This is an optimization exercise on Yosys and OpenROAD, whose aim is a short achievable clock period and few clock cycles per item, not a production implementation.
RTL that was checked went through simulation tests only; none was proved equivalent to the original.

==> job 9295 <==
## tile_top
module tile_top (
  input  logic         clk_i,
  input  logic         rst_n_i,
  input  logic [141:0] m_req_i,
  output logic [67:0]  m_rsp_o,
  output logic [70:0]  ext_req_o,
  input  logic [33:0]  ext_rsp_i
);
==> module wb_sram_sp, before the edit <==
module wb_sram_sp (
  input  logic        clk_i,
  input  logic [1:0]  we_i,
  input  logic [5:0]  widx0_i,
  input  logic [5:0]  widx1_i,
  input  logic [3:0]  sel0_i,
  input  logic [3:0]  sel1_i,
  input  logic [31:0] wdat0_i,
  input  logic [31:0] wdat1_i,
  output logic [31:0] rdat0_o,
  output logic [31:0] rdat1_o
);
  logic [31:0] word [64];
  for (genvar w = 0; w < 64; w++) begin : g_word
    logic [31:0] word_q;
    logic        hit0;
    logic        hit1;
    assign hit0 = (widx0_i == w);
    assign hit1 = (widx1_i == w);
    for (genvar b = 0; b < 4; b++) begin : g_byte
      always_ff @(posedge clk_i) begin
        if (we_i[1] & hit1 & sel1_i[b]) begin
          word_q[8*b +: 8] <= wdat1_i[8*b +: 8];
        end else if (we_i[0] & hit0 & sel0_i[b]) begin
          word_q[8*b +: 8] <= wdat0_i[8*b +: 8];
        end
      end
    end
    assign word[w] = word_q;
  end
  logic [31:0] l1_0 [16];
  logic [31:0] l1_1 [16];
  logic [31:0] l2_0 [4];
  logic [31:0] l2_1 [4];
  always_comb begin
    for (int g = 0; g < 16; g++) begin
      l1_0[g] = word[4*g + widx0_i[1:0]];
      l1_1[g] = word[4*g + widx1_i[1:0]];
    end
    for (int g = 0; g < 4; g++) begin
      l2_0[g] = l1_0[4*g + widx0_i[3:2]];
      l2_1[g] = l1_1[4*g + widx1_i[3:2]];
    end
    rdat0_o = l2_0[widx0_i[5:4]];
    rdat1_o = l2_1[widx1_i[5:4]];
  end
endmodule
==> module tile_top, before the edit <==
module tile_top (
  input  logic         clk_i,
  input  logic         rst_n_i,
  input  logic [141:0] m_req_i,
  output logic [67:0]  m_rsp_o,
  output logic [70:0]  ext_req_o,
  input  logic [33:0]  ext_rsp_i
);
  logic [71-1:0] req    [2];
  logic [1:0]        loc_we;
  logic [31:0]       mem_rdata [2];
  logic [31:0]       rom_rdata [2];
  logic [1:0]        ext_want;
  logic [1:0]        ext_own;
  logic              busy0;
  assign req[0] = m_req_i[71-1:0];
  assign req[1] = m_req_i[2*71-1:71];
  assign ext_own = {~busy0, busy0};
  for (genvar m = 0; m < 2; m++) begin : g_port
    logic        rd_q;
    logic        rd_d;
    logic [31:0] rdat;
    logic [31:0] one_q;
    logic [31:0] zero_q;
    logic        stb;
    logic [3:0]  region;
    logic        reg_mem;
    logic        reg_ext;
    logic        reg_boot;
    logic        bad;
    assign stb      = req[m][70] & req[m][69];
    assign region   = req[m][63:60];
    assign reg_mem  = (region == 4'h0);
    assign reg_ext  = (region == 4'he);
    assign reg_boot = (region == 4'hf);
    assign bad      = ~(reg_mem | reg_ext | reg_boot) | (reg_boot & req[m][68]);
    assign loc_we[m]   = stb & reg_mem & req[m][68];
    assign ext_want[m] = stb & reg_ext;
    assign rd_d        = stb & (reg_mem | reg_boot) & ~req[m][68] & ~rd_q;
    assign rdat        = req[m][60] ? rom_rdata[m] : mem_rdata[m];
    always_ff @(posedge clk_i or negedge rst_n_i) begin
      if (!rst_n_i) begin
        rd_q <= 1'b0;
      end else begin
        rd_q <= rd_d;
      end
    end
    always_ff @(posedge clk_i) begin
      one_q  <= rd_d ? rdat : '1;
      zero_q <= rd_d ? rdat : '0;
    end
    assign m_rsp_o[34*m + 33] = rd_q | loc_we[m] | (ext_own[m] & ext_rsp_i[33]);
    assign m_rsp_o[34*m + 32] = (stb & bad) | (ext_own[m] & ext_rsp_i[32]);
    for (genvar i = 0; i < 32; i++) begin : g_dat
      assign m_rsp_o[34*m + i] = ext_rsp_i[i] ? one_q[i] : zero_q[i];
    end
    wb_bootrom u_rom (
      .idx_i   (req[m][37:34]),
      .word_o  (rom_rdata[m])
    );
  end
  wb_sram_sp u_ram (
    .clk_i    (clk_i),
    .we_i     (loc_we),
    .widx0_i  (req[0][39:34]),
    .widx1_i  (req[1][39:34]),
    .sel0_i   (req[0][67:64]),
    .sel1_i   (req[1][67:64]),
    .wdat0_i  (req[0][31:0]),
    .wdat1_i  (req[1][31:0]),
    .rdat0_o  (mem_rdata[0]),
    .rdat1_o  (mem_rdata[1])
  );
  wb_bus_arbiter u_ext (
    .clk_i       (clk_i),
    .rst_n_i     (rst_n_i),
    .want_i      (ext_want),
    .req0_i      (req[0]),
    .req1_i      (req[1]),
    .ext_rsp_i   (ext_rsp_i),
    .busy0_o     (busy0),
    .ext_req_o   (ext_req_o)
  );
endmodule
clock: 6.0 ns
lec_check: 0
abc_clock_period_in_ps: 1000
cap_margin: 20
core_margin: 2
core_utilization: 30
place_density: 0.4
setup_slack_margin: 3.0
slew_margin: 20
synth_memory_max_bits: 16384
run.sh (not shown) runs the stock make flow with config.mk's settings and CLKGATE_MAP_FILE= SYNTH_SCRIPT=/design/flow/synth_recipe.tcl, a recipe that flattens the netlist after the stock synthesis.
==> job 8128: changes against job 9295 <==
--- a/flow/design.v
+++ b/flow/design.v
@@ -38,11 +38,10 @@
 module wb_sram_sp (
   input  logic        clk_i,
-  input  logic [1:0]  we_i,
-  input  logic [5:0]  widx0_i,
-  input  logic [5:0]  widx1_i,
-  input  logic [3:0]  sel0_i,
-  input  logic [3:0]  sel1_i,
-  input  logic [31:0] wdat0_i,
-  input  logic [31:0] wdat1_i,
+  input  logic        we_i,
+  input  logic [5:0]  widx_i,
+  input  logic [3:0]  sel_i,
+  input  logic [31:0] wdat_i,
+  input  logic [5:0]  ridx0_i,
+  input  logic [5:0]  ridx1_i,
   output logic [31:0] rdat0_o,
   output logic [31:0] rdat1_o
@@ -51,14 +50,8 @@
   for (genvar w = 0; w < 64; w++) begin : g_word
     logic [31:0] word_q;
-    logic        hit0;
-    logic        hit1;
-    assign hit0 = (widx0_i == w);
-    assign hit1 = (widx1_i == w);
     for (genvar b = 0; b < 4; b++) begin : g_byte
       always_ff @(posedge clk_i) begin
-        if (we_i[1] & hit1 & sel1_i[b]) begin
-          word_q[8*b +: 8] <= wdat1_i[8*b +: 8];
-        end else if (we_i[0] & hit0 & sel0_i[b]) begin
-          word_q[8*b +: 8] <= wdat0_i[8*b +: 8];
+        if (we_i && widx_i == w && sel_i[b]) begin
+          word_q[8*b +: 8] <= wdat_i[8*b +: 8];
         end
       end
@@ -72,13 +65,13 @@
   always_comb begin
     for (int g = 0; g < 16; g++) begin
-      l1_0[g] = word[4*g + widx0_i[1:0]];
-      l1_1[g] = word[4*g + widx1_i[1:0]];
+      l1_0[g] = word[4*g + ridx0_i[1:0]];
+      l1_1[g] = word[4*g + ridx1_i[1:0]];
     end
     for (int g = 0; g < 4; g++) begin
-      l2_0[g] = l1_0[4*g + widx0_i[3:2]];
-      l2_1[g] = l1_1[4*g + widx1_i[3:2]];
-    end
-    rdat0_o = l2_0[widx0_i[5:4]];
-    rdat1_o = l2_1[widx1_i[5:4]];
+      l2_0[g] = l1_0[4*g + ridx0_i[3:2]];
+      l2_1[g] = l1_1[4*g + ridx1_i[3:2]];
+    end
+    rdat0_o = l2_0[ridx0_i[5:4]];
+    rdat1_o = l2_1[ridx1_i[5:4]];
   end
 endmodule
@@ -119,48 +112,46 @@
 );
   logic [71-1:0] req    [2];
-  logic [1:0]        loc_we;
+  logic [1:0]        stb;
+  logic [1:0]        reg_mem;
+  logic [1:0]        reg_ext;
+  logic [1:0]        reg_boot;
+  logic [1:0]        bad;
+  logic [1:0]        rd_d;
+  logic [1:0]        rd_q;
   logic [31:0]       mem_rdata [2];
   logic [31:0]       rom_rdata [2];
-  logic [1:0]        ext_want;
   logic [1:0]        ext_own;
   logic              busy0;
+  logic              wr1;
+  logic              wr0_d;
+  logic              wr0_q;
+  logic              err0_q;
   assign req[0] = m_req_i[71-1:0];
   assign req[1] = m_req_i[2*71-1:71];
   assign ext_own = {~busy0, busy0};
   for (genvar m = 0; m < 2; m++) begin : g_port
-    logic        rd_q;
-    logic        rd_d;
     logic [31:0] rdat;
     logic [31:0] one_q;
     logic [31:0] zero_q;
-    logic        stb;
     logic [3:0]  region;
-    logic        reg_mem;
-    logic        reg_ext;
-    logic        reg_boot;
-    logic        bad;
-    assign stb      = req[m][70] & req[m][69];
-    assign region   = req[m][63:60];
-    assign reg_mem  = (region == 4'h0);
-    assign reg_ext  = (region == 4'he);
-    assign reg_boot = (region == 4'hf);
-    assign bad      = ~(reg_mem | reg_ext | reg_boot) | (reg_boot & req[m][68]);
-    assign loc_we[m]   = stb & reg_mem & req[m][68];
-    assign ext_want[m] = stb & reg_ext;
-    assign rd_d        = stb & (reg_mem | reg_boot) & ~req[m][68] & ~rd_q;
-    assign rdat        = req[m][60] ? rom_rdata[m] : mem_rdata[m];
+    assign stb[m]      = req[m][70] & req[m][69];
+    assign region      = req[m][63:60];
+    assign reg_mem[m]  = (region == 4'h0);
+    assign reg_ext[m]  = (region == 4'he);
+    assign reg_boot[m] = (region == 4'hf);
+    assign bad[m]      = ~(reg_mem[m] | reg_ext[m] | reg_boot[m]) | (reg_boot[m] & req[m][68]);
+    assign rd_d[m] = stb[m] & (reg_mem[m] | reg_boot[m]) & ~req[m][68] & ~rd_q[m];
+    assign rdat    = req[m][60] ? rom_rdata[m] : mem_rdata[m];
     always_ff @(posedge clk_i or negedge rst_n_i) begin
       if (!rst_n_i) begin
-        rd_q <= 1'b0;
+        rd_q[m] <= 1'b0;
       end else begin
-        rd_q <= rd_d;
+        rd_q[m] <= rd_d[m];
       end
     end
     always_ff @(posedge clk_i) begin
-      one_q  <= rd_d ? rdat : '1;
-      zero_q <= rd_d ? rdat : '0;
-    end
-    assign m_rsp_o[34*m + 33] = rd_q | loc_we[m] | (ext_own[m] & ext_rsp_i[33]);
-    assign m_rsp_o[34*m + 32] = (stb & bad) | (ext_own[m] & ext_rsp_i[32]);
+      one_q  <= rd_d[m] ? rdat : '1;
+      zero_q <= rd_d[m] ? rdat : '0;
+    end
     for (genvar i = 0; i < 32; i++) begin : g_dat
       assign m_rsp_o[34*m + i] = ext_rsp_i[i] ? one_q[i] : zero_q[i];
@@ -171,13 +162,27 @@
     );
   end
+  assign wr1   = stb[1] & reg_mem[1] & req[1][68];
+  assign wr0_d = stb[0] & reg_mem[0] & req[0][68] & ~wr0_q & ~wr1;
+  always_ff @(posedge clk_i or negedge rst_n_i) begin
+    if (!rst_n_i) begin
+      wr0_q  <= 1'b0;
+      err0_q <= 1'b0;
+    end else begin
+      wr0_q  <= wr0_d;
+      err0_q <= stb[0] & bad[0] & ~err0_q;
+    end
+  end
+  assign m_rsp_o[33]         = rd_q[0] | wr0_q | (ext_own[0] & ext_rsp_i[33]);
+  assign m_rsp_o[32]         = err0_q | (ext_own[0] & ext_rsp_i[32]);
+  assign m_rsp_o[34+33]  = rd_q[1] | wr1 | (ext_own[1] & ext_rsp_i[33]);
+  assign m_rsp_o[34+32]  = (stb[1] & bad[1]) | (ext_own[1] & ext_rsp_i[32]);
   wb_sram_sp u_ram (
     .clk_i    (clk_i),
-    .we_i     (loc_we),
-    .widx0_i  (req[0][39:34]),
-    .widx1_i  (req[1][39:34]),
-    .sel0_i   (req[0][67:64]),
-    .sel1_i   (req[1][67:64]),
-    .wdat0_i  (req[0][31:0]),
-    .wdat1_i  (req[1][31:0]),
+    .we_i     (wr1 | wr0_d),
+    .widx_i   (wr1 ? req[1][39:34] : req[0][39:34]),
+    .sel_i    (wr1 ? req[1][67:64] : req[0][67:64]),
+    .wdat_i   (wr1 ? req[1][31:0] : req[0][31:0]),
+    .ridx0_i  (req[0][39:34]),
+    .ridx1_i  (req[1][39:34]),
     .rdat0_o  (mem_rdata[0]),
     .rdat1_o  (mem_rdata[1])
@@ -186,5 +191,5 @@
     .clk_i       (clk_i),
     .rst_n_i     (rst_n_i),
-    .want_i      (ext_want),
+    .want_i      (stb & reg_ext),
     .req0_i      (req[0]),
     .req1_i      (req[1]),
==> flow_summary.json <==
{
  "status": "complete, no violations",
  "areaGrowthSynthToFinish_pct": 40.7,
  "ys_ff_latch": 2317,
  "multi_input_area_sq_um": 76100,
  "setup_slack_ns": 2.63,
  "met2_usage_pct": 52.6,
  "synth_compound_area_share_pct": 18.7,
  "die-area_sq_um": 438000,
  "skew_ns": 0.0594
}
That was job 9295.
==> flow_summary.json <==
{
  "status": "complete, no violations",
  "met2_usage_pct": 52.2,
  "multi_input_area_sq_um": 49400,
  "synth_compound_area_share_pct": 25.8
}
That was job 8128.
Testbench counts of job 8128, summed over its fixed seeds: cycles 5,741, items 4,800.
Function not checked in job 9295: the RTL went through the layout flow alone.

[static timing again, ports no longer ideal]
Ports are ideal in the flow. The routed layouts listed here were re-timed in OpenROAD.
Step 1, drivers: a clkbuf_16 drives clk_i and a buf_2 each remaining input, both assumed.
Step 2 times the ports against the registers' clock, not the clock port: input delays grow and output delays shrink by t, the midpoint of the rising clock arrivals with the driver on.
a / b / c = ideal ports / drivers / drivers and shift; a / b = the first two.
run	t, ns	setup slack, ns	worst setup path after step 2
job 9295	1.112	2.631 / 2.540 / 1.428	input to register
job 8128	1.038	2.526 / 2.498 / 1.544	input to register
After both steps setup and hold are still met in every run listed. The setup slack of job 9295, which loses most, moves by -0.091 ns with the drivers and by -1.203 ns with both steps.
